What follows belongs to an exercise in optimizing a design on an open flow for small area and a short achievable clock period; a production flow would make more cautious choices.
At most, simulation tests tie the RTL to the original design; equivalence was not proved.
Function not checked in runs 1, 2, 5 and 6: the RTL went through the layout flow alone.
Power is estimated from default activity; no workload was simulated.

===== design/flow/config.mk =====
export PLATFORM = sky130hd
export DESIGN_NAME = st_source
export DESIGN_NICKNAME = st_source
export VERILOG_FILES = /design/flow/design.v
export SDC_FILE = /design/flow/constraint.sdc
export NUM_CORES = 4
export LEC_CHECK = 0
export CAP_MARGIN = 20
export CORE_MARGIN = 2
export CORE_UTILIZATION = 40
export SETUP_SLACK_MARGIN = 2.6
export SLEW_MARGIN = 20

===== design/flow/constraint.sdc =====
create_clock -name core_clock -period 5.0 [get_ports {clk}]
set_input_delay 1.0000 -clock core_clock [delete_from_list [all_inputs] [get_ports {clk}]]
set_output_delay 1.0000 -clock core_clock [all_outputs]
set_load 0.01 [all_outputs]

===== design/flow/design.v =====
package st_source_pkg;
   localparam int data_w    = 32;
   localparam int channel_w = 4;
   localparam int idle_w    = 8;
   localparam int lat_w     = 16;
   localparam int txn_depth  = 16;
   localparam int resp_depth = 16;
   localparam int level_w    = 5;
   localparam int addr_w = 4;
   typedef logic [data_w-1:0]    st_data_t;
   typedef logic [channel_w-1:0] st_channel_t;
   typedef logic [idle_w-1:0]    idle_t;
   typedef logic [lat_w-1:0]     latency_t;
   typedef logic [addr_w-1:0]    apb_addr_t;
   localparam apb_addr_t reg_ctrl   = 4'h0;
   localparam apb_addr_t reg_data   = 4'h4;
   localparam apb_addr_t reg_status = 4'h8;
   localparam apb_addr_t reg_resp   = 4'hC;
   localparam int txn_w = idle_w + 2 + channel_w + data_w;
   typedef struct packed {
      idle_t       idles;
      logic        sop;
      logic        eop;
      st_channel_t channel;
      st_data_t    data;
   } st_txn_t;
endpackage
`timescale 1ns/1ps
module st_source (
   input  logic                          clk,
   input  logic                          reset,
   input  logic                          psel,
   input  logic                          penable,
   input  logic                          pwrite,
   input  st_source_pkg::apb_addr_t      paddr,
   input  logic [31:0]                   pwdata,
   output logic [31:0]                   prdata,
   output logic                          pready,
   output logic                          pslverr,
   output logic                          src_valid,
   output st_source_pkg::st_data_t       src_data,
   output st_source_pkg::st_channel_t    src_channel,
   output logic                          src_sop,
   output logic                          src_eop,
   input  logic                          src_ready
);
   localparam int dw = st_source_pkg::data_w;
   localparam int cw = st_source_pkg::channel_w;
   localparam int iw = st_source_pkg::idle_w;
   localparam int lw = st_source_pkg::lat_w;
   localparam int bw = dw + cw + 2;
   localparam int tw = iw + bw;
   logic          setup;
   logic          a_ctrl, a_data, a_status, a_resp;
   logic          sel_ctrl, sel_data, sel_resp, sel_status;
   assign setup    = psel && !penable;
   assign a_ctrl   =  pwrite && (paddr == st_source_pkg::reg_ctrl);
   assign a_data   =  pwrite && (paddr == st_source_pkg::reg_data);
   assign a_status = !pwrite && (paddr == st_source_pkg::reg_status);
   assign a_resp   = !pwrite && (paddr == st_source_pkg::reg_resp);
   always_ff @(posedge clk) begin
      sel_ctrl   <= setup && a_ctrl;
      sel_data   <= setup && a_data;
      sel_resp   <= setup && a_resp;
      sel_status <= setup && a_status;
   end
   assign pready = 1'b1;
   logic          ctrl_sop, ctrl_eop;
   st_source_pkg::st_channel_t   ctrl_channel;
   st_source_pkg::idle_t         ctrl_idles;
   always_ff @(posedge clk or posedge reset) begin
      if (reset) begin
         ctrl_sop     <= 1'b0;
         ctrl_eop     <= 1'b0;
         ctrl_channel <= '0;
         ctrl_idles   <= '0;
      end else if (sel_ctrl) begin
         ctrl_sop     <= pwdata[0];
         ctrl_eop     <= pwdata[1];
         ctrl_channel <= pwdata[7:4];
         ctrl_idles   <= pwdata[23:16];
      end
   end
   logic [tw-1:0]     tmem [15];
   logic [tw-1:0]     t_din, t_hd, t_mem_out;
   logic              t_hd_iz;
   logic [14:0]       t_woh;           
   logic [3:0]        t_rd;
   logic [4:0]        t_cnt, t_cnt_n;
   logic              t_ne, t_one;     
   logic              t_wok;           
   logic              t_push, t_pop;
   logic              t_to_head, t_to_mem, t_from_mem;
   assign t_din      = {ctrl_idles, ctrl_sop, ctrl_eop, ctrl_channel, pwdata};
   assign t_push     = sel_data && !t_cnt[4];
   assign t_to_head  = t_push && (!t_ne || (t_one && t_pop));
   assign t_to_mem   = t_push && t_ne && !(t_one && t_pop);
   assign t_from_mem = t_pop && !t_one;
   assign t_mem_out  = tmem[t_rd];
   always_comb begin
      t_cnt_n = t_cnt;
      if (t_push && !t_pop)      t_cnt_n = t_cnt + 1'b1;
      else if (t_pop && !t_push) t_cnt_n = t_cnt - 1'b1;
   end
   always_ff @(posedge clk) begin
      for (int i = 0; i < 15; i++) begin
         if (sel_data && t_wok && t_woh[i]) begin
            tmem[i] <= t_din;
         end
      end
      t_wok <= (t_cnt_n != 5'd0) && !t_cnt_n[4];
      if (t_from_mem) begin
         t_hd    <= t_mem_out;
         t_hd_iz <= (t_mem_out[bw +: iw] == '0);
      end else if (t_to_head) begin
         t_hd    <= t_din;
         t_hd_iz <= (ctrl_idles == '0);
      end
   end
   always_ff @(posedge clk or posedge reset) begin
      if (reset) begin
         t_woh <= 15'd1;
         t_rd  <= '0;
         t_cnt <= '0;
         t_ne  <= 1'b0;
         t_one <= 1'b0;
      end else begin
         if (t_to_mem)   t_woh <= {t_woh[13:0], t_woh[14]};
         if (t_from_mem) t_rd  <= (t_rd == 4'd14) ? 4'd0 : t_rd + 1'b1;
         t_cnt <= t_cnt_n;
         t_ne  <= (t_cnt_n != 5'd0);
         t_one <= (t_cnt_n == 5'd1);
      end
   end
   logic [bw-1:0]  beat_q, beat_n;
   logic [bw-1:0]  port_q;             
   logic           valid_q, valid_n;
   logic           counting, counting_n;
   logic [iw-1:0]  idle_cnt;
   logic           last_idle;          
   logic           accept;
   assign accept = valid_q && src_ready;
   assign t_pop  = t_ne && !counting && (!valid_q || src_ready);
   assign beat_n = t_pop ? t_hd[bw-1:0] : beat_q;
   always_comb begin
      if (t_pop) begin
         valid_n    = t_hd_iz;
         counting_n = !t_hd_iz;
      end else if (counting) begin
         valid_n    = last_idle;
         counting_n = !last_idle;
      end else begin
         valid_n    = valid_q && !src_ready;
         counting_n = 1'b0;
      end
   end
   always_ff @(posedge clk) begin
      beat_q <= beat_n;
      if (t_pop) begin
         idle_cnt  <= t_hd[bw +: iw];
         last_idle <= (t_hd[bw +: iw] == iw'(1));
      end else begin
         idle_cnt  <= idle_cnt - 1'b1;
         last_idle <= (idle_cnt == iw'(2));
      end
   end
   always_ff @(posedge clk or posedge reset) begin
      if (reset) begin
         valid_q  <= 1'b0;
         counting <= 1'b0;
         port_q   <= '0;
      end else begin
         valid_q  <= valid_n;
         counting <= counting_n;
         port_q   <= {bw{valid_n}} & beat_n;
      end
   end
   assign src_valid   = valid_q;
   assign src_data    = port_q[dw-1:0];
   assign src_channel = port_q[dw +: cw];
   assign src_eop     = port_q[dw+cw];
   assign src_sop     = port_q[dw+cw+1];
   logic [lw-1:0]  stall_cnt;
   always_ff @(posedge clk) begin
      if (valid_q && !src_ready) begin
         stall_cnt <= (stall_cnt == '1) ? stall_cnt : stall_cnt + 1'b1;
      end else begin
         stall_cnt <= '0;
      end
   end
   logic [lw-1:0]  rmem [15];
   logic [lw-1:0]  r_head, r_head_n;
   logic [14:0]    r_woh;              
   logic [3:0]     r_rd;
   logic [4:0]     r_cnt, r_cnt_n;
   logic           r_ne, r_ne_n, r_one;
   logic           r_wok;              
   logic           r_push, r_pop, r_pop_n;
   logic           r_to_head, r_to_mem, r_from_mem;
   logic           ovf_q, ovf_n;
   assign r_push     = accept && !r_cnt[4];
   assign r_pop      = sel_resp && r_ne;
   assign r_to_head  = r_push && (!r_ne || (r_one && r_pop));
   assign r_to_mem   = r_push && r_ne && !(r_one && r_pop);
   assign r_from_mem = r_pop && !r_one;
   assign ovf_n      = ovf_q || (accept && r_cnt[4]);
   assign r_pop_n    = setup && a_resp && r_ne_n;
   always_comb begin
      r_cnt_n = r_cnt;
      if (r_push && !r_pop)      r_cnt_n = r_cnt + 1'b1;
      else if (r_pop && !r_push) r_cnt_n = r_cnt - 1'b1;
      r_ne_n = (r_cnt_n != 5'd0);
      if (r_from_mem)     r_head_n = rmem[r_rd];
      else if (r_to_head) r_head_n = stall_cnt;
      else                r_head_n = r_head;
   end
   always_ff @(posedge clk) begin
      for (int i = 0; i < 15; i++) begin
         if (src_ready && r_wok && r_woh[i]) begin
            rmem[i] <= stall_cnt;
         end
      end
      r_wok  <= valid_n && !r_cnt_n[4] && r_ne_n && !((r_cnt_n == 5'd1) && r_pop_n);
      r_head <= r_head_n;
   end
   always_ff @(posedge clk or posedge reset) begin
      if (reset) begin
         r_woh <= 15'd1;
         r_rd  <= '0;
         r_cnt <= '0;
         r_ne  <= 1'b0;
         r_one <= 1'b0;
         ovf_q <= 1'b0;
      end else begin
         if (r_to_mem)   r_woh <= {r_woh[13:0], r_woh[14]};
         if (r_from_mem) r_rd  <= (r_rd == 4'd14) ? 4'd0 : r_rd + 1'b1;
         r_cnt <= r_cnt_n;
         r_ne  <= r_ne_n;
         r_one <= (r_cnt_n == 5'd1);
         ovf_q <= ovf_n;
      end
   end
   logic [17:0]   rdata_q;
   logic          complete_q;
   logic          err_data_q;
   always_ff @(posedge clk or posedge reset) begin
      if (reset) begin
         rdata_q    <= '0;
         err_data_q <= 1'b0;
         complete_q <= 1'b1;
      end else begin
         rdata_q <= '0;
         if (setup && a_status) begin
            rdata_q <= {ovf_n, 1'b0, 3'd0, r_cnt_n, 3'd0, t_cnt_n};
         end else if (setup && a_resp && r_ne_n) begin
            rdata_q <= {2'd0, r_head_n};
         end
         err_data_q <= setup && a_data && t_cnt_n[4];
         complete_q <= (t_cnt_n == '0) && !valid_n && !counting_n;
      end
   end
   assign prdata  = {14'd0, rdata_q[17], sel_status && complete_q, rdata_q[15:0]};
   assign pslverr = err_data_q || (sel_resp && !r_ne);
endmodule

===== design/flow/run.sh =====
#!/bin/bash
# synth_recipe.tcl (not shown) runs the flow's synth.tcl, then flattens the netlist and writes it again
# the make line also repeats each setting of config.mk as NAME=value (left out here)
make -C /OpenROAD-flow-scripts/flow DESIGN_CONFIG=/design/flow/config.mk WORK_HOME=/design/flow/orfs CLKGATE_MAP_FILE= SYNTH_SCRIPT=/design/flow/synth_recipe.tcl finish

==> results.sh, run 1 <==
export IMPL_fin_setup_tns_ns=0
export IMPL_synth_most_common_cell="edfxtp_1"
export IMPL_drc=0
export IMPL_relSlewSlack_pct=25.2
export IMPL_drtPass1Iterations=8
export IMPL_globalplace_congestion=0.874
export IMPL_p_leak_nw=18.5
export IMPL_cts_sinks=1188
export IMPL_power_density_mw_per_mm2=495
export IMPL_crit_required_ns=5.49
export IMPL_antenna_found_initial=6
export IMPL_report_final_slew_viol_count=0
export IMPL_critPathCapture="t_hd_iz"
export IMPL_nets=3151
export IMPL_ys_seq_elements=1188
export IMPL_yosys_area_top_type="edfxtp_1"
export IMPL_r2r_slack_ns=2.28
export IMPL_setup_violations=0
export IMPL_wl_per_cell_um=29.7
export IMPL_via_per_inst=6.07
export IMPL_fin_skew_ns=0.0677
export IMPL_start_util_pct=40.3
export IMPL_die_w_um=338
export IMPL_critPathCaptureType="flip-flop"
export IMPL_synthArstFlopShare_pct=10.6
export IMPL_r2r_start="t_rd[2]"
export IMPL_path_cells="buf_12 > mux2_2 > a32oi_2 > o21ai_2 > nor4b_4 > nor2_1 > or4_4 > o41ai_4"
export IMPL_cts_made_buffers=115
export IMPL_synthesis_area_mm2=0.0446
export IMPL_synth_flop_cell="edfxtp_1"
export IMPL_min_period_ns=2.72
export IMPL_cts_root_buf="clkbuf_16"
export IMPL_cts_tree="built"
export IMPL_peakVddDrop_uv=361
export IMPL_path_clk_slew_ns=0.06
export IMPL_yosys_top_cells_count="edfxtp_1 (977), nand2_1 (242), a22oi_1 (223)"
export IMPL_num_vias=28400
export IMPL_synth_edff_count=977
export IMPL_clk_latency_ns=0.71
export IMPL_final_period_utilization_pct=54.5
export IMPL_rr_worst_depth=8
export IMPL_hold_buffers=0
export IMPL_yosysUniqueCellTypes=80
export IMPL_cpMaxStageDelayCell="or4_4"
export IMPL_min_path_type="flip-flop to flip-flop"
export IMPL_rsz0062_at_grt="true"
export IMPL_wl_mm=139
export IMPL_reg2reg_to="t_hd_iz"
export IMPL_core_area_mm2=0.111
export IMPL_drive_gt1_share_pct=19.8
export IMPL_grt_total_usage_pct=23.8
export IMPL_crit_arrival_ns=3.21
export IMPL_start_kind="flip-flop"
export IMPL_crit_start="t_rd[2]"
export IMPL_grt_max_degree=127
export IMPL_synth_top_area_share_pct=65.8
export IMPL_status="no timing/DRC/antenna violations"
export IMPL_cp_max_fo=9
export IMPL_port_buffer_count=99
export IMPL_antenna_left=0
export IMPL_critPathMaxStageDelay_ns=0.53
export IMPL_drt_iter0_drc=4036
export IMPL_grt_first_pass_wirelength_mm=196
export IMPL_max_freq_mhz=367
export IMPL_place_detailed_hpwl_mm=75.0
export IMPL_h_tree_depth=3
export IMPL_yosys_warnings=3
export IMPL_finalHoldViolations=0
export IMPL_crit_type="flip-flop to flip-flop"
export IMPL_synth_avg_cell_area_um2=15.5
export IMPL_first_global_vias=27500
export IMPL_grt_overflow_total=0
export IMPL_die_area_mm2=0.114
export IMPL_syn_to_final_growth_pct=19.2
export IMPL_rows=122
export IMPL_die_h_um=338
export IMPL_ys_top_cells_by_area="edfxtp_1 (66%), dfrtp_1 (6.9%), dfxtp_1 (3.8%)"
export IMPL_worst_pin_slew_ns=1.12
export IMPL_clockBufferDepth=3
export IMPL_syn_instance_count=2868
export IMPL_worst_hold_slack_ns=0.429
export IMPL_ys_seq_area_share_pct=76.7
export IMPL_num_io_pins=115
export IMPL_max_cap_violations=0
[placed cells by master (no fill, tap or decap), types with 14 or more instances in the layout]
cell             instances
nor2b_1                 18
nor3_1                  23
buf_4                  124
clkinv_1                17
nand3_1                 67
nand4_1                 47
clkbuf_16              119
dfxtp_2                 15
clkinv_2                14
a21oi_1                128
a222oi_1                35
nand2_1                236
clkbuf_1                31
mux2i_1                 44
a32o_1                  14
o22ai_1                 53
inv_1                   23
dfxtp_1                 69
clkdlybuf4s50_1         40
buf_2                   20
a31oi_1                 20
o21ai_0                 86
mux2_2                  59
conb_1                  15
nor2_4                  22
nor2_1                  69
a22oi_1                219
edfxtp_1               977
buf_6                   31
a32oi_1                 18
and3_1                  20
clkdlybuf4s15_1         23
dfrtp_1                109
buf_12                  22
[cell families (layout without fill, tap and decap cells)]
group / after synthesis / after routing / synth area share (%)
DFF: 1188 / 1188 / 76.7
AOI/OAI and AO/OA: 714 / 714 / 11.2
and+or+nand+nor: 608 / 617 / 6.49
buffers and inverters: 215 / 524 / 2.18
muxes: 108 / 108 / 2.70
xor gates and xnor gates: 24 / 24 / 0.472
adders and majority gates: 9 / 9 / 0.241
other: 2 / 16 / 0.0168
[sequential cells by signal, summed over array words and instances (netlist names), 5 cells and up]
register / flops
rmem: 240
r_head: 16
t_cnt: 5
stall_cnt: 16
r_woh: 15
r_cnt: 5
t_hd: 46
tmem: 690
idle_cnt: 8
t_woh: 15
rdata_q: 17
port_q: 38
ctrl_idles: 8
beat_q: 38
[per-stage QoR]
stage	power [mW]	std cells	util (%)	worst slack [ns]	area (µm²)
3_3_place_gp	16.7	4358	42.9	1.08	47400
3_5_place_dp	16.9	4359	42.9	1.02	47500
4_1_cts	26.1	4655	47.5	2.32	52600
5_1_grt	27.1	4687	48.0	2.21	53100
6_report	26.3	4688	48.0	2.28	53100
2_1_floorplan	14.8	2881	-	1.87	44700
[layout make-up]
class / instances / area, µm²
Fill cell: 9237 / 57500
Sequential cell: 1188 / 34200
Multi-Input combinational cell: 1487 / 10300
Clock buffer: 155 / 3140
Timing Repair Buffer: 281 / 2850
Tap cell: 1488 / 1860
Clock inverter: 59 / 644
Inverter: 29 / 126
Antenna cell: 1 / 2.50
[layer usage]
metal	share of wire [%]	global-route usage [%]	wire length (µm)
met1	40	33.3	55200
met2	45	36.6	63000
met3	11	5.53	16000
met4	3.5	8.44	4800
met5	0.014	0	20
[worst max-delay path, delay by kind of cell, from the launching register on]
| kind | cells | cell delay [ns] |
|---|---|---|
| compound gates | 3 | 0.63 |
| buf+inv | 1 | 0.16 |
| mux | 1 | 0.37 |
| simple gates | 3 | 0.90 |
| flops | 1 | 0.43 |
[report_power, final]
group / internal (mW) / switching [mW]
Combinational: 2.11 / 3.72
Clock: 4.85 / 3.79
Sequential: 11.3 / 0.499
[repair_timing]
| action | in CTS | in global routing |
|---|---|---|
| cloned | 10 | 5 |
| setup endpoints to repair | 643 | 344 |
| buffers inserted | 72 | 27 |
| pin swaps | 33 | 24 |
| gates resized for setup | 364 | 75 |
[how the worst min path moves through the flow]
stage,startpoint,end,cells past startpoint
2_1_floorplan,beat_q[0],beat_q[0],2
3_3_place_gp,beat_q[24],beat_q[24],2
3_5_place_dp,beat_q[20],beat_q[20],2
4_1_cts,beat_q[14],port_q[14],2
5_1_grt,beat_q[17],beat_q[17],2
6_report,beat_q[14],port_q[14],2
==> inputs of run 2 (changes only) <==
--- a/design/flow/config.mk
+++ b/design/flow/config.mk
@@ -8,5 +8,8 @@
 export CAP_MARGIN = 20
 export CORE_MARGIN = 2
 export CORE_UTILIZATION = 40
+export CTS_BUF_LIST = sky130_fd_sc_hd__clkbuf_16
+export CTS_CLUSTER_DIAMETER = 80
+export CTS_CLUSTER_SIZE = 24
 export SETUP_SLACK_MARGIN = 2.6
 export SLEW_MARGIN = 20
==> run 2 against run 1 <==
Net effect: still clean on timing, DRC and antenna; register-to-register slack about the same; cell count down 1.6%; sequential power barely moved; first-iteration DRC count rose by 0.57%; global-route usage shrank 0.26 points; clock skew grew 0.0052 ns.
==> results.sh, run 2 <==
export IMPL_status="no timing/DRC/antenna violations"
export IMPL_cts_tree="built"
export IMPL_worst_pin_slew_ns=1.14
export IMPL_final_area_mm2=0.0519
export IMPL_globalplace_congestion=0.874
export IMPL_grt_overflow_total=0
export IMPL_synth_edff_count=977
export IMPL_via_per_inst=6.09
export IMPL_final_period_utilization_pct=54.3
export IMPL_rsz0062_at_grt="true"
export IMPL_cp_max_fo=10
export IMPL_r2r_start="t_rd[3]"
export IMPL_grt_max_degree=127
export IMPL_reg2reg_to="t_hd_iz"
export IMPL_first_global_vias=26900
export IMPL_nets=3132
export IMPL_fin_skew_ns=0.0729
export IMPL_synth_most_common_cell="edfxtp_1"
export IMPL_critPathCaptureType="flip-flop"
export IMPL_start_kind="flip-flop"
export IMPL_peakVddDrop_uv=324
export IMPL_crit_start="t_rd[3]"
export IMPL_hold_buffers=0
export IMPL_synthesis_area_mm2=0.0446
export IMPL_crit_required_ns=5.51
export IMPL_final_core_util_pct=46.9
export IMPL_crit_type="flip-flop to flip-flop"
export IMPL_postPlaceCellArea_mm2=0.0475
export IMPL_setup_violations=0
export IMPL_yosys_warnings=3
export IMPL_seqCellArea_mm2=0.0342
export IMPL_die_w_um=338
export IMPL_finalHoldViolations=0
export IMPL_final_common_cell="edfxtp_1"
export IMPL_ys_top_cells_by_area="edfxtp_1 (66%), dfrtp_1 (6.9%), dfxtp_1 (3.8%)"
export IMPL_path_clk_slew_ns=0.10
export IMPL_ys_seq_area_share_pct=76.7
export IMPL_wl_mm=140
export IMPL_cts_sinks=1188
export IMPL_crit_arrival_ns=3.22
export IMPL_drive_gt1_share_pct=19.4
export IMPL_drtPass1Iterations=6
export IMPL_num_vias=28100
export IMPL_p_leak_nw=18.0
export IMPL_p_total_mw=23.4
export IMPL_syn_to_final_growth_pct=16.5
export IMPL_start_util_pct=40.3
export IMPL_min_period_ns=2.71
export IMPL_synth_avg_cell_area_um2=15.5
export IMPL_antenna_left=0
export IMPL_drt_iter0_drc=4059
export IMPL_num_io_pins=115
export IMPL_antenna_found_initial=6
export IMPL_yosys_area_top_type="edfxtp_1"
export IMPL_multiInputGateArea_mm2=0.0105
export IMPL_yosysUniqueCellTypes=80
export IMPL_syn_instance_count=2868
export IMPL_worst_hold_slack_ns=0.449
export IMPL_ys_seq_elements=1188
export IMPL_drc=0
export IMPL_min_path_type="flip-flop to flip-flop"
export IMPL_reg_top3="tmem x690, rmem x240, t_hd x46"
export IMPL_yosys_top_cells_count="edfxtp_1 (977), nand2_1 (242), a22oi_1 (223)"
export IMPL_final_cell_mix="edfxtp_1 (977), nand2_1 (236), a22oi_1 (203)"
export IMPL_max_freq_mhz=368
export IMPL_port_buffer_count=99
export IMPL_top_register="tmem"
export IMPL_fin_setup_tns_ns=0
export IMPL_clk_latency_ns=0.71
export IMPL_grt_total_usage_pct=23.6
export IMPL_place_detailed_hpwl_mm=75.0
export IMPL_max_cap_violations=0
export IMPL_rr_worst_depth=7
export IMPL_h_tree_depth=2
export IMPL_cts_root_buf="clkbuf_16"
export IMPL_synth_flop_cell="edfxtp_1"
export IMPL_hold_start="beat_q[2]"
export IMPL_synthArstFlopShare_pct=10.6
export IMPL_report_final_slew_viol_count=0
export IMPL_die_h_um=338
export IMPL_synth_top_area_share_pct=65.8
export IMPL_cts_made_buffers=57
export IMPL_relSlewSlack_pct=24.0
export IMPL_nFillCells=9394
export IMPL_rows=122
export IMPL_largest_reg_flops=690
export IMPL_die_area_mm2=0.114
export IMPL_wl_per_cell_um=30.3
export IMPL_power_density_mw_per_mm2=451
export IMPL_core_area_mm2=0.111
export IMPL_clockBufferDepth=3
export IMPL_critPathCapture="t_hd_iz"
export IMPL_r2r_slack_ns=2.29
export IMPL_grt_first_pass_wirelength_mm=193
export IMPL_hold_depth=2
run 2: cell types whose count changed in the layout (fill, tap and decap cells not counted), moves of 12 or more:
cell       change
clkbuf_1      -31
inv_1         +36
clkbuf_16     -53
a22oi_2       +16
clkinv_2      -14
a22oi_1       -16
buf_12        +12
clkinv_1      -17
run 2: per-stage QoR:
stage | setup slack (ns) | std cells
finish | 2.29 | 4615
global route | 2.24 | 4614
CTS | 2.35 | 4554
detailed placement | 1.02 | 4359
global placement | 1.08 | 4358
floorplan | 1.87 | 2881
run 2: report_power, final:
group | switching [mW] | internal, mW | leakage (nW)
combinational | 3.91 | 2.46 | 5.43
sequential | 0.498 | 11.3 | 11.6
clock | 3.10 | 2.15 | 0.961
total | 7.51 | 15.9 | 18.0
run 2: cell type report:
| cell class | count | area share [%] |
|---|---|---|
| Tap cell | 1488 | 3.59 |
| Antenna cell | 1 | 0.00482 |
| Timing Repair Buffer | 323 | 6.78 |
| Sequential cell | 1188 | 66.0 |
| Clock buffer | 58 | 2.80 |
| Clock inverter | 44 | 0.492 |
| Inverter | 29 | 0.243 |
| Multi-Input combinational cell | 1484 | 20.1 |
run 2: timing repair:
item	4_1_cts	5_1_grt
cloned	11	10
pin swaps	29	69
endpoints found under the hold margin	0	0
setup buffers	82	50
endpoints found under the setup margin	647	335
gates resized for setup	350	158
run 2: worst min-delay path by stage:
| stage | slack (ns) | to |
|---|---|---|
| floorplan | 0.42 | beat_q[0] |
| global placement | 0.43 | beat_q[24] |
| detailed placement | 0.43 | beat_q[20] |
| CTS | 0.46 | beat_q[9] |
| global route | 0.47 | beat_q[2] |
| finish | 0.45 | beat_q[2] |
run 2: cells by family (layout without fill, tap and decap cells):
kind of cell	after synthesis	count (layout)	synth area share [%]
xor gates and xnor gates	24	24	0.472
adders and majority gates	9	9	0.241
muxes	108	108	2.70
AOI/OAI and AO/OA	714	714	11.2
DFF	1188	1188	76.7
other	2	16	0.0168
buffers and inverters	215	454	2.18
and+or+nand+nor	608	614	6.49
run 2: per-layer routing:
| metal | global-route usage [%] | vias to the layer above | share of wire, % |
|---|---|---|---|
| li1 | - | 11700 | - |
| met1 | 32.6 | 14400 | 39 |
| met2 | 36.2 | 1776 | 45 |
| met3 | 6.21 | 263 | 12 |
| met4 | 7.87 | 6 | 3.6 |
| met5 | 0 | - | 0.026 |
run 2: critical path: stages (launching register included):
cell and delay, ns:
dfrtp_2 0.42, buf_12 0.12, buf_12 0.15, mux2_2 0.35, a221o_1 0.35, o32a_1 0.38
or4_4 0.52, o41ai_4 0.23
==> inputs of run 3 (changes only) <==
--- a/design/flow/design.v
+++ b/design/flow/design.v
@@ -85,10 +85,10 @@
    logic [tw-1:0]     t_din, t_hd, t_mem_out;
    logic              t_hd_iz;
    logic [14:0]       t_woh;           
-   logic [3:0]        t_rd;
+   logic [14:0]       t_roh;           
    logic [4:0]        t_cnt, t_cnt_n;
    logic              t_ne, t_one;     
-   logic              t_wok;           
+   logic [14:0]       t_we;            
    logic              t_push, t_pop;
    logic              t_to_head, t_to_mem, t_from_mem;
    assign t_din      = {ctrl_idles, ctrl_sop, ctrl_eop, ctrl_channel, pwdata};
@@ -96,7 +96,10 @@
    assign t_to_head  = t_push && (!t_ne || (t_one && t_pop));
    assign t_to_mem   = t_push && t_ne && !(t_one && t_pop);
    assign t_from_mem = t_pop && !t_one;
-   assign t_mem_out  = tmem[t_rd];
+   always_comb begin
+      t_mem_out = '0;
+      for (int i = 0; i < 15; i++) t_mem_out = t_mem_out | ({tw{t_roh[i]}} & tmem[i]);
+   end
    always_comb begin
       t_cnt_n = t_cnt;
       if (t_push && !t_pop)      t_cnt_n = t_cnt + 1'b1;
@@ -104,11 +107,13 @@
    end
    always_ff @(posedge clk) begin
       for (int i = 0; i < 15; i++) begin
-         if (sel_data && t_wok && t_woh[i]) begin
+         if (t_we[i]) begin
             tmem[i] <= t_din;
          end
       end
-      t_wok <= (t_cnt_n != 5'd0) && !t_cnt_n[4];
+      for (int i = 0; i < 15; i++) begin
+         t_we[i] <= setup && a_data && (t_cnt_n != 5'd0) && !t_cnt_n[4] && t_woh[i];
+      end
       if (t_from_mem) begin
          t_hd    <= t_mem_out;
          t_hd_iz <= (t_mem_out[bw +: iw] == '0);
@@ -120,13 +125,13 @@
    always_ff @(posedge clk or posedge reset) begin
       if (reset) begin
          t_woh <= 15'd1;
-         t_rd  <= '0;
+         t_roh <= 15'd1;
          t_cnt <= '0;
          t_ne  <= 1'b0;
          t_one <= 1'b0;
       end else begin
          if (t_to_mem)   t_woh <= {t_woh[13:0], t_woh[14]};
-         if (t_from_mem) t_rd  <= (t_rd == 4'd14) ? 4'd0 : t_rd + 1'b1;
+         if (t_from_mem) t_roh <= {t_roh[13:0], t_roh[14]};
          t_cnt <= t_cnt_n;
          t_ne  <= (t_cnt_n != 5'd0);
          t_one <= (t_cnt_n == 5'd1);
@@ -191,10 +196,11 @@
    logic [lw-1:0]  rmem [15];
    logic [lw-1:0]  r_head, r_head_n;
    logic [14:0]    r_woh;              
-   logic [3:0]     r_rd;
+   logic [14:0]    r_roh;
+   logic [lw-1:0]  r_mem_out;
    logic [4:0]     r_cnt, r_cnt_n;
    logic           r_ne, r_ne_n, r_one;
-   logic           r_wok;              
+   logic [14:0]    r_wsel, r_woh_n;    
    logic           r_push, r_pop, r_pop_n;
    logic           r_to_head, r_to_mem, r_from_mem;
    logic           ovf_q, ovf_n;
@@ -205,35 +211,38 @@
    assign r_from_mem = r_pop && !r_one;
    assign ovf_n      = ovf_q || (accept && r_cnt[4]);
    assign r_pop_n    = setup && a_resp && r_ne_n;
+   assign r_woh_n = r_to_mem ? {r_woh[13:0], r_woh[14]} : r_woh;
    always_comb begin
       r_cnt_n = r_cnt;
       if (r_push && !r_pop)      r_cnt_n = r_cnt + 1'b1;
       else if (r_pop && !r_push) r_cnt_n = r_cnt - 1'b1;
       r_ne_n = (r_cnt_n != 5'd0);
-      if (r_from_mem)     r_head_n = rmem[r_rd];
+      r_mem_out = '0;
+      for (int i = 0; i < 15; i++) r_mem_out = r_mem_out | ({lw{r_roh[i]}} & rmem[i]);
+      if (r_from_mem)     r_head_n = r_mem_out;
       else if (r_to_head) r_head_n = stall_cnt;
       else                r_head_n = r_head;
    end
    always_ff @(posedge clk) begin
       for (int i = 0; i < 15; i++) begin
-         if (src_ready && r_wok && r_woh[i]) begin
+         if (src_ready && r_wsel[i]) begin
             rmem[i] <= stall_cnt;
          end
       end
-      r_wok  <= valid_n && !r_cnt_n[4] && r_ne_n && !((r_cnt_n == 5'd1) && r_pop_n);
+      r_wsel <= {15{valid_n && !r_cnt_n[4] && r_ne_n && !((r_cnt_n == 5'd1) && r_pop_n)}} & r_woh_n;
       r_head <= r_head_n;
    end
    always_ff @(posedge clk or posedge reset) begin
       if (reset) begin
          r_woh <= 15'd1;
-         r_rd  <= '0;
+         r_roh <= 15'd1;
          r_cnt <= '0;
          r_ne  <= 1'b0;
          r_one <= 1'b0;
          ovf_q <= 1'b0;
       end else begin
-         if (r_to_mem)   r_woh <= {r_woh[13:0], r_woh[14]};
-         if (r_from_mem) r_rd  <= (r_rd == 4'd14) ? 4'd0 : r_rd + 1'b1;
+         r_woh <= r_woh_n;
+         if (r_from_mem) r_roh <= {r_roh[13:0], r_roh[14]};
          r_cnt <= r_cnt_n;
          r_ne  <= r_ne_n;
          r_one <= (r_cnt_n == 5'd1);
--- a/design/flow/config.mk
+++ b/design/flow/config.mk
@@ -7,7 +7,7 @@
 export LEC_CHECK = 0
 export CAP_MARGIN = 20
 export CORE_MARGIN = 2
-export CORE_UTILIZATION = 40
+export CORE_UTILIZATION = 55
 export CTS_BUF_LIST = sky130_fd_sc_hd__clkbuf_16
 export CTS_CLUSTER_DIAMETER = 80
 export CTS_CLUSTER_SIZE = 24
==> run 3 against run 2 <==
Net effect: die area fell by 27%; worst setup slack improved by 0.26 ns; critical path depth fell by 5; power fell by 15%; largest power group unchanged; cell count fell by 15%; clock skew fell by 0.051 ns; first-iteration DRC count fell by 17%; still clean; sequential power barely moved; combinational power fell by 63%.
==> results.sh, run 3 <==
export IMPL_status="no timing/DRC/antenna violations"
export IMPL_max_freq_mhz=407
export IMPL_start_kind="flip-flop"
export IMPL_cts_tree="built"
export IMPL_crit_arrival_ns=1.46
export IMPL_num_io_pins=115
export IMPL_core_area_mm2=0.0804
export IMPL_drtPass1Iterations=6
export IMPL_cpLargestDelayFamily="flip-flops"
export IMPL_min_period_ns=2.46
export IMPL_setup_violations=0
export IMPL_critPathCaptureType="output port"
export IMPL_final_period_utilization_pct=49.2
export IMPL_yosys_area_top_type="edfxtp_1"
export IMPL_crit_type="flip-flop to output port"
export IMPL_synth_edff_count=977
export IMPL_power_switching_mw=5.07
export IMPL_die_h_um=289
export IMPL_synth_top_family_by_area="compound AO/OA/AOI/OAI gates"
export IMPL_max_cap_violations=0
export IMPL_start_util_pct=55.4
export IMPL_ys_seq_area_share_pct=79.2
export IMPL_min_path_type="flip-flop to flip-flop"
export IMPL_p_seq_share_pct=61.0
export IMPL_synth_flop_cell="edfxtp_1"
export IMPL_ys_seq_elements=1238
export IMPL_cts_root_buf="clkbuf_16"
export IMPL_top_register="tmem"
export IMPL_relSlewSlack_pct=21.4
export IMPL_combPwrFrac_pct=12.0
export IMPL_grt_total_usage_pct=28.9
export IMPL_dp_cells=3765
export IMPL_clk_latency_ns=0.68
export IMPL_path_cells="and2_4 > buf_6"
export IMPL_globalplace_congestion=0.798
export IMPL_synthArstFlopShare_pct=12.0
export IMPL_p_leak_nw=17.5
export IMPL_synth_most_common_cell="edfxtp_1"
export IMPL_wl_mm=123
export IMPL_h_tree_depth=2
export IMPL_synthMuxAreaShare_pct=1.96
export IMPL_ys_top_cells_by_area="edfxtp_1 (66%), dfrtp_1 (8.0%), dfxtp_1 (5.1%)"
export IMPL_power_density_mw_per_mm2=403
export IMPL_cts_made_buffers=58
export IMPL_synth_fa_ha_area_share_pct=0.197
export IMPL_syn_instance_count=2716
export IMPL_drc=0
export IMPL_path_clk_slew_ns=0.09
export IMPL_crit_required_ns=4.00
export IMPL_final_cell_mix="edfxtp_1 (977), a22oi_1 (296), nand2_1 (186)"
export IMPL_worst_pin_slew_ns=1.18
export IMPL_yosys_top_cells_count="edfxtp_1 (977), a22oi_1 (296), nand2_1 (188)"
export IMPL_die_area_mm2=0.0833
export IMPL_synth_compound_area_share_pct=10.4
export IMPL_wl_per_cell_um=31.3
export IMPL_drt_iter0_drc=3355
export IMPL_cts_sinks=1238
export IMPL_synthesis_area_mm2=0.0446
export IMPL_final_common_cell="edfxtp_1"
export IMPL_reg_top3="tmem x690, rmem x240, t_hd x46"
export IMPL_die_w_um=289
export IMPL_crit_buf_inv=1
export IMPL_synth_avg_cell_area_um2=16.4
export IMPL_p_total_mw=19.9
export IMPL_grt_first_pass_wirelength_mm=172
export IMPL_port_buffer_count=99
export IMPL_yosys_warnings=3
export IMPL_peakVddDrop_uv=282
export IMPL_num_vias=25400
export IMPL_grt_overflow_total=0
export IMPL_report_final_slew_viol_count=0
export IMPL_antenna_found_initial=1
export IMPL_grt_max_degree=109
export IMPL_rsz0062_at_grt="true"
export IMPL_clockBufferDepth=3
export IMPL_fin_setup_tns_ns=0
export IMPL_first_global_vias=24700
export IMPL_instances_no_fill=3919
export IMPL_p_int_mw=14.8
export IMPL_fin_skew_ns=0.0221
export IMPL_yosysUniqueCellTypes=73
export IMPL_p_sw_share_pct=25.5
export IMPL_largest_reg_flops=690
export IMPL_clock_power_share_pct=27.0
export IMPL_synth_top_area_share_pct=65.8
export IMPL_critPathMaxStageDelay_ns=0.57
export IMPL_syn_to_final_growth_pct=10.7
export IMPL_synth_xor_area_share_pct=0.328
export IMPL_cpMaxStageDelayCell="dfstp_2"
export IMPL_finalHoldViolations=0
export IMPL_drive_gt1_share_pct=12.5
export IMPL_antenna_left=0
export IMPL_nets=2857
export IMPL_cp_max_fo=1
export IMPL_place_detailed_hpwl_mm=61.9
export IMPL_yosys_area_share_simple_pct=6.08
export IMPL_via_per_inst=6.48
export IMPL_rows=104
-- run 3: cell types whose count changed after synthesis, moves of 27 or more --
cell,delta
and3_1,-34
a222oi_1,+27
a22oi_1,+73
dfxtp_1,+28
mux2i_1,-41
o22ai_1,-53
buf_2,-35
a21oi_1,-44
nand2_1,-54
o21ai_0,-77
nand3_1,+47
-- run 3: worst paths after layout --
path,start,endpoint,slack (ns),depth (start not counted)
worst max-delay path,complete_q,prdata[16],2.54,2
worst min-delay path,beat_q[35],beat_q[35],0.45,2
worst max register to register,r_ne,rdata_q[12],2.65,7
worst min register to register,beat_q[35],beat_q[35],0.45,2
max in group asynchronous,reset,r_roh[5],3.17,3
min in group asynchronous,reset,rdata_q[2],0.67,2
-- run 3: cells by family (layout without fill, tap and decap cells) --
group / count (synthesis) / after routing
flip-flops: 1238 / 1238
AO/OA/AOI/OAI: 611 / 611
AND/OR/NAND/NOR: 572 / 575
buffers and inverters: 193 / 319
multiplexers: 78 / 78
XOR/XNOR: 15 / 15
adder cells (fa/ha/maj): 7 / 7
other: 2 / 16
-- run 3: timing repair --
item                       4_1_cts  5_1_grt
hold buffers                     0        0
resized for setup              114       51
cloned                           3        4
pin swaps                        7        6
setup buffers                   17       17
setup endpoints to repair      313       79
-- run 3: power groups by stage --
stage	registers (mW)	logic, mW	clock network [mW]
2_1_floorplan	12.3	1.33	0
3_3_place_gp	12.4	2.12	0
3_5_place_dp	12.4	2.19	0
4_1_cts	12.1	2.33	5.45
5_1_grt	12.2	2.61	5.81
6_report	12.1	2.38	5.38
-- run 3: stage by stage --
stage	utilization [%]	hold slack (ns)	setup WS, ns	cell area (µm²)
after floorplan	-	0.417	2.14	44800
after CTS	60.8	0.455	2.47	48900
after global routing	61.3	0.469	2.50	49300
final	61.3	0.452	2.54	49300
after global placement	58.3	0.425	1.30	46900
after detailed placement	58.3	0.431	1.27	46900
-- run 3: area by class of cell --
class	instances	area, µm²
clock buffers	61	1530
diodes	1	2.50
repair buffers	189	1840
inverters	20	78.8
clock inverters	49	233
fillers	5988	31100
flip-flops and latches	1238	35400
well taps	1060	1330
multi-input cells	1301	8940
-- run 3: worst min-delay path: stages, from the launching register on --
cell and delay (ns):
dfxtp_1 0.31, nand2_1 0.06, nand2_1 0.06
-- run 3: layer usage --
layer / GRT usage, % / share of wire, % / up-vias
met2: 51.3 / 52 / 1118
met5: 0 / 0.011 / -
li1: - / - / 10900
met1: 37.9 / 38 / 13200
met3: 3.33 / 7.2 / 178
met4: 7.85 / 2.9 / 2
==> inputs of run 4 (changes only) <==
--- a/design/flow/config.mk
+++ b/design/flow/config.mk
@@ -7,7 +7,7 @@
 export LEC_CHECK = 0
 export CAP_MARGIN = 20
 export CORE_MARGIN = 2
-export CORE_UTILIZATION = 55
+export CORE_UTILIZATION = 40
 export CTS_BUF_LIST = sky130_fd_sc_hd__clkbuf_16
 export CTS_CLUSTER_DIAMETER = 80
 export CTS_CLUSTER_SIZE = 24
==> run 4 against run 3 <==
Net effect: largest power group unchanged; sequential cell count stayed put; critical path type unchanged; non-clock buffer count is 10 lower; global-route usage is 8.2 points lower; synthesized cell count stayed put; register-to-register slack worse by 0.08 ns; utilization is 17 points lower; area after synthesis stayed put.
==> results.sh, run 4 <==
export IMPL_grtUsageMet2_pct=35.8
export IMPL_h_tree_depth=2
export IMPL_clockBufferDepth=3
export IMPL_synth_most_common_cell="edfxtp_1"
export IMPL_dp_cells=4193
export IMPL_yosysUniqueCellTypes=73
export IMPL_largest_reg_flops=690
export IMPL_syn_to_final_growth_pct=11.2
export IMPL_globalplace_congestion=0.793
export IMPL_status="no timing/DRC/antenna violations"
export IMPL_synth_edff_count=977
export IMPL_hold_buffers=0
export IMPL_top_usage_layer="met2"
export IMPL_finalHoldViolations=0
export IMPL_peakVddDrop_uv=280
export IMPL_grt_overflow_total=0
export IMPL_die_area_mm2=0.114
export IMPL_syn_instance_count=2716
export IMPL_report_final_slew_viol_count=0
export IMPL_synth_top_area_share_pct=65.8
export IMPL_cts_tree="built"
export IMPL_p_total_mw=20.0
export IMPL_path_cells="and2_4 > buf_6"
export IMPL_instances_no_fill=4340
export IMPL_cts_root_buf="clkbuf_16"
export IMPL_antenna_left=0
export IMPL_grt_first_pass_wirelength_mm=172
export IMPL_yosys_area_top_type="edfxtp_1"
export IMPL_min_period_ns=2.46
export IMPL_via_per_inst=5.86
export IMPL_p_leak_nw=17.4
export IMPL_cp_max_fo=1
export IMPL_grt_total_usage_pct=20.7
export IMPL_antenna_found_initial=2
export IMPL_core_area_mm2=0.111
export IMPL_yosys_top_cells_count="edfxtp_1 (977), a22oi_1 (296), nand2_1 (188)"
export IMPL_drt_iter0_drc=3258
export IMPL_relSlewSlack_pct=24.6
export IMPL_drtPass1Iterations=7
export IMPL_hold_start="beat_q[20]"
export IMPL_wl_per_cell_um=27.8
export IMPL_crit_start="complete_q"
export IMPL_reg_top3="tmem x690, rmem x240, t_hd x46"
export IMPL_met3_usage_pct=2.39
export IMPL_ys_seq_elements=1238
export IMPL_path_clk_slew_ns=0.09
export IMPL_r2r_start="valid_q"
export IMPL_first_global_vias=25000
export IMPL_die_w_um=338
export IMPL_crit_arrival_ns=1.46
export IMPL_num_vias=25400
export IMPL_wl_mm=121
export IMPL_start_kind="flip-flop"
export IMPL_yosys_warnings=3
export IMPL_synthesis_area_mm2=0.0446
export IMPL_grt_util_met1_pct=28.2
export IMPL_clk_latency_ns=0.72
export IMPL_worst_pin_slew_ns=1.13
export IMPL_place_detailed_hpwl_mm=61.9
export IMPL_fin_setup_tns_ns=0
export IMPL_rsz0062_at_grt="true"
export IMPL_start_util_pct=40.3
export IMPL_rows=122
export IMPL_max_freq_mhz=406
export IMPL_min_path_type="flip-flop to flip-flop"
export IMPL_synthArstFlopShare_pct=12.0
export IMPL_crit_type="flip-flop to output port"
export IMPL_power_density_mw_per_mm2=403
export IMPL_ys_seq_area_share_pct=79.2
export IMPL_fin_skew_ns=0.0508
export IMPL_top_register="tmem"
export IMPL_final_period_utilization_pct=49.2
export IMPL_final_cell_mix="edfxtp_1 (977), a22oi_1 (296), nand2_1 (187)"
export IMPL_die_h_um=338
export IMPL_num_io_pins=115
export IMPL_critPathMaxStageDelay_ns=0.55
export IMPL_crit_required_ns=4.00
export IMPL_cpMaxStageDelayCell="dfstp_2"
export IMPL_max_cap_violations=0
export IMPL_setup_violations=0
export IMPL_synth_avg_cell_area_um2=16.4
export IMPL_grt_max_degree=108
export IMPL_drive_gt1_share_pct=12.5
export IMPL_critPathCaptureType="output port"
export IMPL_ys_top_cells_by_area="edfxtp_1 (66%), dfrtp_1 (8.0%), dfxtp_1 (5.1%)"
export IMPL_worst_hold_slack_ns=0.451
export IMPL_cts_made_buffers=60
export IMPL_final_common_cell="edfxtp_1"
export IMPL_synth_flop_cell="edfxtp_1"
export IMPL_cts_sinks=1238
export IMPL_port_buffer_count=99
export IMPL_drc=0
export IMPL_nets=2848
run 4: worst max-delay path, delay by kind of cell, from the launching register on:
kind,cells,cell delay (ns)
simple gates,1,0.14
buf+inv,1,0.09
flops,1,0.55
run 4: per-layer routing:
metal,vias to the layer above,part of all wire [%]
li1,10900,-
met1,13300,41
met2,1149,50
met3,160,7.0
met4,0,1.9
met5,-,0
run 4: kinds of logic (layout without fill, tap and decap cells):
logic type	after synthesis	after routing	synth area share, %
AO/OA/AOI/OAI	611	611	10.4
AND/OR/NAND/NOR	572	574	6.08
other	2	16	0.0169
buffers and inverters	193	313	1.83
multiplexers	78	78	1.96
flip-flops	1238	1238	79.2
XOR/XNOR	15	15	0.328
adder cells (fa/ha/maj)	7	7	0.197
run 4: area by class of cell:
cell class / instances / area (µm²)
repair buffers: 179 / 1600
flip-flops and latches: 1238 / 35400
inverters: 20 / 78.8
diodes: 1 / 2.50
clock inverters: 53 / 303
clock buffers: 61 / 1530
well taps: 1488 / 1860
fillers: 9482 / 61100
multi-input cells: 1300 / 8800
run 4: timing repair:
item,in CTS,in global routing
buffers inserted,17,10
endpoints found under the setup margin,234,82
cloned,3,2
pin swaps,4,9
resized for setup,172,39
run 4: report_power, final:
part / total (mW) / switching, mW / internal (mW)
combinational: 2.26 / 1.51 / 0.747
sequential: 12.2 / 0.413 / 11.8
clock: 5.51 / 3.23 / 2.28
run 4: stage by stage:
stage / worst slack [ns] / utilization, % / instance area, µm²
after floorplan: 2.14 / - / 44800
after global placement: 1.39 / 42.8 / 47400
after detailed placement: 1.29 / 42.8 / 47400
after CTS: 2.46 / 44.6 / 49400
after global routing: 2.48 / 44.8 / 49600
final: 2.54 / 44.8 / 49600
run 4: worst paths after layout:
| check | end | depth (start not counted) | slack (ns) |
|---|---|---|---|
| max in group asynchronous | port_q[36] | 3 | 3.32 |
| max reg2reg | r_wsel[0] | 10 | 2.57 |
| max | prdata[16] | 2 | 2.54 |
| min reg2reg | beat_q[20] | 2 | 0.45 |
| min in group asynchronous | port_q[14] | 2 | 0.66 |
| min | beat_q[20] | 2 | 0.45 |
==> inputs of run 5 (changes only) <==
--- a/design/flow/design.v
+++ b/design/flow/design.v
@@ -252,6 +252,13 @@
    logic [17:0]   rdata_q;
    logic          complete_q;
    logic          err_data_q;
+   logic [4:0]    s_t_cnt, s_r_cnt;
+   logic          s_r_ne;
+   logic [lw-1:0] s_r_head;
+   assign s_t_cnt  = t_cnt - 5'(t_pop);
+   assign s_r_cnt  = r_cnt + 5'(r_push);
+   assign s_r_ne   = r_ne || accept;
+   assign s_r_head = r_ne ? r_head : stall_cnt;
    always_ff @(posedge clk or posedge reset) begin
       if (reset) begin
          rdata_q    <= '0;
@@ -260,12 +267,12 @@
       end else begin
          rdata_q <= '0;
          if (setup && a_status) begin
-            rdata_q <= {ovf_n, 1'b0, 3'd0, r_cnt_n, 3'd0, t_cnt_n};
-         end else if (setup && a_resp && r_ne_n) begin
-            rdata_q <= {2'd0, r_head_n};
+            rdata_q <= {ovf_n, 1'b0, 3'd0, s_r_cnt, 3'd0, s_t_cnt};
+         end else if (setup && a_resp && s_r_ne) begin
+            rdata_q <= {2'd0, s_r_head};
          end
-         err_data_q <= setup && a_data && t_cnt_n[4];
-         complete_q <= (t_cnt_n == '0) && !valid_n && !counting_n;
+         err_data_q <= setup && a_data && t_cnt[4] && !t_pop;
+         complete_q <= (s_t_cnt == '0) && !valid_n && !counting_n;
       end
    end
    assign prdata  = {14'd0, rdata_q[17], sel_status && complete_q, rdata_q[15:0]};
--- a/design/flow/config.mk
+++ b/design/flow/config.mk
@@ -11,5 +11,5 @@
 export CTS_BUF_LIST = sky130_fd_sc_hd__clkbuf_16
 export CTS_CLUSTER_DIAMETER = 80
 export CTS_CLUSTER_SIZE = 24
-export SETUP_SLACK_MARGIN = 2.6
+export SETUP_SLACK_MARGIN = 2.8
 export SLEW_MARGIN = 20
==> run 5 against run 4 <==
Net effect: sequential share of layout area down 1.0 points; highest routed layer is now met5; register-to-register slack better by 0.19 ns; largest cell class unchanged; cell count increased by 0.81%; synthesized cell count is 0.88% higher.
==> results.sh, run 5 <==
export IMPL_cp_max_fo=1
export IMPL_final_area_mm2=0.0506
export IMPL_ys_top_cells_by_area="edfxtp_1 (66%), dfrtp_1 (8.0%), a22oi_1 (4.4%)"
export IMPL_rr_worst_depth=9
export IMPL_synth_flop_cell="edfxtp_1"
export IMPL_p_leak_nw=17.8
export IMPL_grtUsageMet2_pct=35.2
export IMPL_final_common_cell="edfxtp_1"
export IMPL_hold_buffers=0
export IMPL_power_density_mw_per_mm2=335
export IMPL_p_seq_share_pct=66.4
export IMPL_yosys_warnings=3
export IMPL_syn_to_final_growth_pct=12.5
export IMPL_final_cell_mix="edfxtp_1 (993), a22oi_1 (264), nand2_1 (166)"
export IMPL_hold_depth=2
export IMPL_rows=122
export IMPL_grt_util_met1_pct=29.6
export IMPL_synth_top_area_share_pct=66.3
export IMPL_syn_instance_count=2740
export IMPL_synthArstFlopShare_pct=12.0
export IMPL_synth_most_common_cell="edfxtp_1"
export IMPL_first_global_vias=25200
export IMPL_nFillCells=9610
export IMPL_clock_power_share_pct=31.8
export IMPL_grt_max_degree=97
export IMPL_cts_root_buf="clkbuf_16"
export IMPL_rsz0062_at_grt="true"
export IMPL_path_clk_slew_ns=0.09
export IMPL_ys_seq_elements=1238
export IMPL_min_path_type="flip-flop to flip-flop"
export IMPL_yosys_area_top_type="edfxtp_1"
export IMPL_dpl_worst_slack_ns=1.19
export IMPL_crit_type="flip-flop to output port"
export IMPL_synth_xor_area_share_pct=0.618
export IMPL_p_sw_share_pct=20.3
export IMPL_start_kind="flip-flop"
export IMPL_synthMuxAreaShare_pct=2.30
export IMPL_hold_start="beat_q[25]"
export IMPL_globalplace_congestion=0.788
export IMPL_antenna_found_initial=5
export IMPL_setup_slack_ns=2.49
export IMPL_finalHoldViolations=0
export IMPL_status="no timing/DRC/antenna violations"
export IMPL_synth_avg_cell_area_um2=16.4
export IMPL_grt_first_pass_wirelength_mm=179
export IMPL_power_switching_mw=3.43
export IMPL_start_util_pct=40.4
export IMPL_crit_required_ns=4.00
export IMPL_combPwrFrac_pct=1.9
export IMPL_die_w_um=339
export IMPL_insertedDiodeCount=0
export IMPL_die_area_mm2=0.115
export IMPL_synth_edff_count=993
export IMPL_grt_overflow_total=0
export IMPL_yosysUniqueCellTypes=70
export IMPL_max_freq_mhz=398
export IMPL_r2r_start="valid_q"
export IMPL_nets=2890
export IMPL_worst_pin_slew_ns=1.10
export IMPL_synthesis_area_mm2=0.0449
export IMPL_clockBufferDepth=3
export IMPL_wl_per_cell_um=29.5
export IMPL_top_usage_layer="met2"
export IMPL_synth_compound_area_share_pct=10.4
export IMPL_largest_reg_flops=690
export IMPL_cts_made_buffers=58
export IMPL_cts_tree="built"
export IMPL_synth_fa_ha_area_share_pct=0.306
export IMPL_num_io_pins=115
export IMPL_via_per_inst=5.96
export IMPL_critPathCaptureType="output port"
export IMPL_antenna_left=0
export IMPL_met3_usage_pct=3.16
export IMPL_final_core_util_pct=45.5
export IMPL_fin_setup_tns_ns=0
export IMPL_top_register="tmem"
export IMPL_wl_mm=129
export IMPL_drive_gt1_share_pct=15.3
export IMPL_drc=0
export IMPL_peakVddDrop_uv=264
export IMPL_reg_top3="tmem x690, rmem x240, t_hd x46"
export IMPL_fin_skew_ns=0.0554
export IMPL_p_total_mw=16.9
export IMPL_crit_start="complete_q"
export IMPL_yosys_area_share_simple_pct=5.53
export IMPL_postPlaceCellArea_mm2=0.0478
export IMPL_yosys_top_cells_count="edfxtp_1 (993), a22oi_1 (264), nand2_1 (168)"
export IMPL_setup_violations=0
export IMPL_drtPass1Iterations=8
export IMPL_crit_arrival_ns=1.51
export IMPL_grt_total_usage_pct=21.1
export IMPL_drt_iter0_drc=3780
export IMPL_cts_sinks=1238
export IMPL_p_int_mw=13.5
export IMPL_max_cap_violations=0
export IMPL_ys_seq_area_share_pct=78.9
export IMPL_report_final_slew_viol_count=0
export IMPL_final_period_utilization_pct=50.3
export IMPL_synth_top_family_by_area="compound AO/OA/AOI/OAI gates"
export IMPL_clk_latency_ns=0.72
export IMPL_core_area_mm2=0.111
export IMPL_die_h_um=339
export IMPL_num_vias=26100
export IMPL_place_detailed_hpwl_mm=63.0
export IMPL_relSlewSlack_pct=26.4
export IMPL_h_tree_depth=2
export IMPL_min_period_ns=2.51
export IMPL_port_buffer_count=99
-- run 5: cell types whose count changed after synthesis, sizes merged, moves of 15 or more --
cell / change
a22oi: -32
a21oi: +30
buf: +20
nand2: -20
nand3: +20
a221oi: +16
a22o: +16
a31oi: -16
dfxtp: -16
edfxtp: +16
nor2: +16
clkbuf: -15
mux2i: +15
nor2b: -15
-- run 5: cells by family after synthesis --
group	after synthesis
AO/OA/AOI/OAI	631
XOR/XNOR	30
adder cells (fa/ha/maj)	11
buffers and inverters	197
flip-flops	1238
multiplexers	94
other	2
AND/OR/NAND/NOR	537
-- run 5: stage by stage --
step                std cells  hold slack, ns
global placement         4204           0.426
global route             4375           0.476
floorplan                2753           0.417
detailed placement       4206           0.431
finish                   4375           0.451
CTS                      4349           0.454
-- run 5: path summary, 6_finish.rpt --
path	end	slack, ns
max reg2reg	t_one	2.76
max in group asynchronous	t_roh[7]	3.35
max	prdata[16]	2.49
min	beat_q[25]	0.45
min reg2reg	beat_q[25]	0.45
min in group asynchronous	r_roh[14]	0.63
-- run 5: critical path, stage by stage, from the launching register on --
cell     delay [ns]
dfstp_2        0.57
and2_4         0.14
buf_6          0.09
-- run 5: final cells by class --
class / count / area [µm²] / area share (%)
clock buffers: 60 / 1500 / 2.97
clock inverters: 50 / 253 / 0.500
inverters: 19 / 93.8 / 0.186
multi-input cells: 1321 / 9180 / 18.1
flip-flops and latches: 1238 / 35600 / 70.4
well taps: 1488 / 1860 / 3.68
repair buffers: 197 / 2080 / 4.11
repair inverters: 2 / 17.5 / 0.0346
-- run 5: power by group through the flow --
stage / clock (mW) / sequential (mW) / combinational [mW]
floorplan: 0 / 11.4 / 0.168
global placement: 0 / 11.5 / 0.266
detailed placement: 0 / 11.5 / 0.284
CTS: 5.48 / 11.2 / 0.297
global route: 5.82 / 11.2 / 0.350
finish: 5.38 / 11.2 / 0.318
-- run 5: repair_timing --
| item | CTS | global route |
|---|---|---|
| gates resized for setup | 314 | 55 |
| pin swaps | 4 | 10 |
| gates cloned | 8 | 3 |
| buffers inserted | 25 | 23 |
| setup endpoints to repair | 315 | 231 |
-- run 5: routing by layer --
| metal | wire length [µm] | up-vias |
|---|---|---|
| met1 | 51600 | 13500 |
| met3 | 12600 | 163 |
| met5 | 30 | - |
| met4 | 2630 | 4 |
| met2 | 62200 | 1418 |
| li1 | - | 11000 |
==> inputs of run 6 (changes only) <==
--- a/design/flow/config.mk
+++ b/design/flow/config.mk
@@ -11,5 +11,5 @@
 export CTS_BUF_LIST = sky130_fd_sc_hd__clkbuf_16
 export CTS_CLUSTER_DIAMETER = 80
 export CTS_CLUSTER_SIZE = 24
-export SETUP_SLACK_MARGIN = 2.8
+export SETUP_SLACK_MARGIN = 2.6
 export SLEW_MARGIN = 20
==> run 6 against run 5 <==
Net effect: routed wire length is 5.4% lower; first-iteration DRC count down 11%; highest routed layer unchanged; clock-buffer cell count is 1 lower; design area shrank 1.7%; utilization fell by 0.78 points; cell count fell by 0.73%; largest cell class unchanged.
==> results.sh, run 6 <==
export IMPL_status="no timing/DRC/antenna violations"
export IMPL_port_buffer_count=99
export IMPL_setup_violations=0
export IMPL_max_cap_violations=0
export IMPL_critPathCaptureType="output port"
export IMPL_setup_slack_ns=2.45
export IMPL_antenna_left=0
export IMPL_antenna_found_initial=3
export IMPL_grt_total_usage_pct=20.6
export IMPL_cts_root_buf="clkbuf_16"
export IMPL_finalHoldViolations=0
export IMPL_start_util_pct=40.4
export IMPL_final_common_cell="edfxtp_1"
export IMPL_cts_sinks=1238
export IMPL_fin_setup_tns_ns=0
export IMPL_path_cells="buf_12 > o21bai_4 > buf_6"
export IMPL_critPathCapture="pslverr"
export IMPL_grt_overflow_total=0
export IMPL_crit_type="flip-flop to output port"
export IMPL_min_path_type="flip-flop to flip-flop"
export IMPL_num_io_pins=115
export IMPL_reg2reg_to="t_hd[13]"
export IMPL_h_tree_depth=2
export IMPL_start_kind="flip-flop"
export IMPL_reg_top3="tmem x690, rmem x240, t_hd x46"
export IMPL_p_leak_nw=17.4
export IMPL_crit_start="r_ne"
export IMPL_wl_per_cell_um=28.1
export IMPL_synth_edff_count=993
export IMPL_p_seq_share_pct=66.2
export IMPL_via_per_inst=5.91
export IMPL_final_cell_mix="edfxtp_1 (993), a22oi_1 (264), nand2_1 (166)"
export IMPL_syn_to_final_growth_pct=10.6
export IMPL_drtPass1Iterations=6
export IMPL_seqCellArea_mm2=0.0355
export IMPL_multiInputGateArea_mm2=0.00885
export IMPL_critPathMaxStageDelay_ns=0.44
export IMPL_place_detailed_hpwl_mm=60.4
export IMPL_report_final_slew_viol_count=0
export IMPL_hold_depth=2
export IMPL_p_sw_share_pct=20.4
export IMPL_rows=122
export IMPL_synthesis_area_mm2=0.0449
export IMPL_peakVddDrop_uv=312
export IMPL_yosys_warnings=3
export IMPL_hold_buffers=0
export IMPL_cpMaxStageDelayCell="dfrtp_2"
export IMPL_clock_power_share_pct=32.1
export IMPL_yosysUniqueCellTypes=70
export IMPL_r2r_start="valid_q"
export IMPL_yosys_area_top_type="edfxtp_1"
export IMPL_max_freq_mhz=392
export IMPL_cts_tree="built"
export IMPL_clk_latency_ns=0.73
export IMPL_synth_top_area_share_pct=66.3
export IMPL_power_density_mw_per_mm2=341
export IMPL_first_global_vias=25400
export IMPL_synthArstFlopShare_pct=12.0
export IMPL_rsz0062_at_grt="true"
export IMPL_num_vias=25700
export IMPL_combPwrFrac_pct=1.7
export IMPL_cts_made_buffers=59
export IMPL_grt_max_degree=137
export IMPL_synth_avg_cell_area_um2=16.4
export IMPL_drive_gt1_share_pct=10.9
export IMPL_min_period_ns=2.55
export IMPL_final_period_utilization_pct=51.0
export IMPL_die_area_mm2=0.115
export IMPL_crit_arrival_ns=1.55
export IMPL_relSlewSlack_pct=20.1
export IMPL_cp_max_fo=5
export IMPL_power_switching_mw=3.46
export IMPL_rr_worst_depth=6
export IMPL_drt_iter0_drc=3380
export IMPL_globalplace_congestion=0.780
export IMPL_clockBufferDepth=3
export IMPL_yosys_top_cells_count="edfxtp_1 (993), a22oi_1 (264), nand2_1 (168)"
export IMPL_syn_instance_count=2740
export IMPL_ys_seq_elements=1238
export IMPL_ys_top_cells_by_area="edfxtp_1 (66%), dfrtp_1 (8.0%), a22oi_1 (4.4%)"
export IMPL_wl_mm=122
export IMPL_r2r_slack_ns=2.67
export IMPL_die_w_um=339
export IMPL_worst_pin_slew_ns=1.20
export IMPL_die_h_um=339
export IMPL_nFillCells=9706
export IMPL_synth_flop_cell="edfxtp_1"
export IMPL_synth_most_common_cell="edfxtp_1"
export IMPL_nets=2855
export IMPL_path_clk_slew_ns=0.09
export IMPL_top_register="tmem"
export IMPL_fin_skew_ns=0.0747
export IMPL_core_area_mm2=0.111
export IMPL_largest_reg_flops=690
export IMPL_crit_required_ns=4.00
export IMPL_drc=0
export IMPL_grt_first_pass_wirelength_mm=175
export IMPL_ys_seq_area_share_pct=78.9
export IMPL_p_int_mw=13.5
export IMPL_dpl_worst_slack_ns=1.22
[run 6: changes by cell type in the layout (fill, tap and decap cells not counted), sizes merged, moves of 2 or more]
cell	previous run	this run
clkdlybuf4s50	38	40
inv	68	65
clkinv	1	5
diode	0	2
buf	153	83
dlygate4sd2	3	10
clkdlybuf4s15	0	28
[run 6: per-layer routing]
layer	GRT usage, %	part of all wire, %
met1	28.0	40
met2	34.9	49
met3	2.60	8.5
met4	5.73	2.8
met5	0	0.011
[run 6: cell type report]
class | instances | share of cell area, %
Sequential cell | 1238 | 71.5
Clock inverter | 53 | 0.652
Timing Repair Buffer | 165 | 3.14
Antenna cell | 2 | 0.0101
Inverter | 19 | 0.156
Tap cell | 1488 | 3.75
Multi-Input combinational cell | 1319 | 17.8
Clock buffer | 59 | 2.97
[run 6: worst min path at each step]
| stage | to | from | slack [ns] |
|---|---|---|---|
| after floorplan | ovf_q | ovf_q | 0.42 |
| after global placement | beat_q[34] | beat_q[34] | 0.43 |
| after detailed placement | beat_q[14] | beat_q[14] | 0.43 |
| after CTS | port_q[1] | beat_q[1] | 0.43 |
| after global routing | beat_q[17] | beat_q[17] | 0.47 |
| final | port_q[1] | beat_q[1] | 0.42 |
[run 6: stage by stage]
step | utilization [%] | hold WS, ns | cell area (µm²) | power, mW | std cells
after global routing | 44.7 | 0.473 | 49700 | 17.5 | 4343
final | 44.7 | 0.421 | 49700 | 17.0 | 4343
after floorplan | - | 0.417 | 45100 | 11.6 | 2753
after global placement | 42.9 | 0.427 | 47600 | 11.7 | 4210
after detailed placement | 42.9 | 0.432 | 47600 | 11.7 | 4210
after CTS | 44.5 | 0.429 | 49500 | 17.1 | 4330
[run 6: power groups by stage]
stage	Clock [mW]	Combinational, mW	Sequential [mW]
6_report	5.44	0.288	11.2
5_1_grt	5.91	0.319	11.2
4_1_cts	5.56	0.283	11.2
3_5_place_dp	0	0.279	11.5
3_3_place_gp	0	0.263	11.5
2_1_floorplan	0	0.162	11.4
[run 6: logic make-up (layout without fill, tap and decap cells)]
logic type,after synthesis,count (layout),share of synthesized area (%)
flops,1238,1238,78.9
compound gates,631,631,10.4
simple gates,537,538,5.53
buf+inv,197,296,1.88
mux,94,94,2.30
xor+xnor,30,30,0.618
fa+ha+maj,11,11,0.306
other cells,2,17,0.0167
[run 6: what timing repair did]
action	4_1_cts	5_1_grt
setup endpoints to repair	312	73
cloned	2	1
hold endpoints to repair	0	0
buffers inserted	6	10
resized for setup	159	20
pin swaps	2	1
[run 6: worst max-delay path, delay by kind of cell (launching register included)]
family | cells | cell delay [ns]
flops | 1 | 0.44
compound gates | 1 | 0.15
buf+inv | 2 | 0.26

## port drivers added, routing unchanged
Ports are ideal in the flow. The routed layouts listed here were re-timed in OpenROAD. Step 1 sets driving cells, clkbuf_16 on the clock port and buf_2 on the other inputs (assumed; they add their load-dependent delay and slew). Step 2, shift: input delay + t, output delay - t, t = (earliest + latest rising clock arrival at the registers) / 2. This alone moves slack from input paths to output paths. Three values: ideal, step 1, step 2; two values: the first two.
| run | t (ns) | slack for setup (ns) | latest minus earliest clock arrival (ns) | slew at the worst register clock pin (ns) |
|---|---|---|---|---|
| run 1 | 0.771 | 2.277 / 2.277 / 1.842 | 0.101 / 0.102 | 0.07 / 0.07 |
| run 2 | 0.740 | 2.285 / 2.285 / 1.982 | 0.077 / 0.077 | 0.10 / 0.10 |
| run 3 | 0.732 | 2.542 / 2.474 / 1.953 | 0.025 / 0.025 | 0.10 / 0.10 |
| run 4 | 0.757 | 2.539 / 2.475 / 1.936 | 0.052 / 0.052 | 0.10 / 0.10 |
| run 5 | 0.761 | 2.486 / 2.420 / 2.036 | 0.055 / 0.056 | 0.10 / 0.10 |
| run 6 | 0.759 | 2.449 / 2.379 / 2.074 | 0.078 / 0.078 | 0.10 / 0.10 |
After both steps setup and hold are still met in every run listed. The setup slack of run 4, which loses most, moves by -0.064 ns with the drivers and by -0.603 ns with both steps.
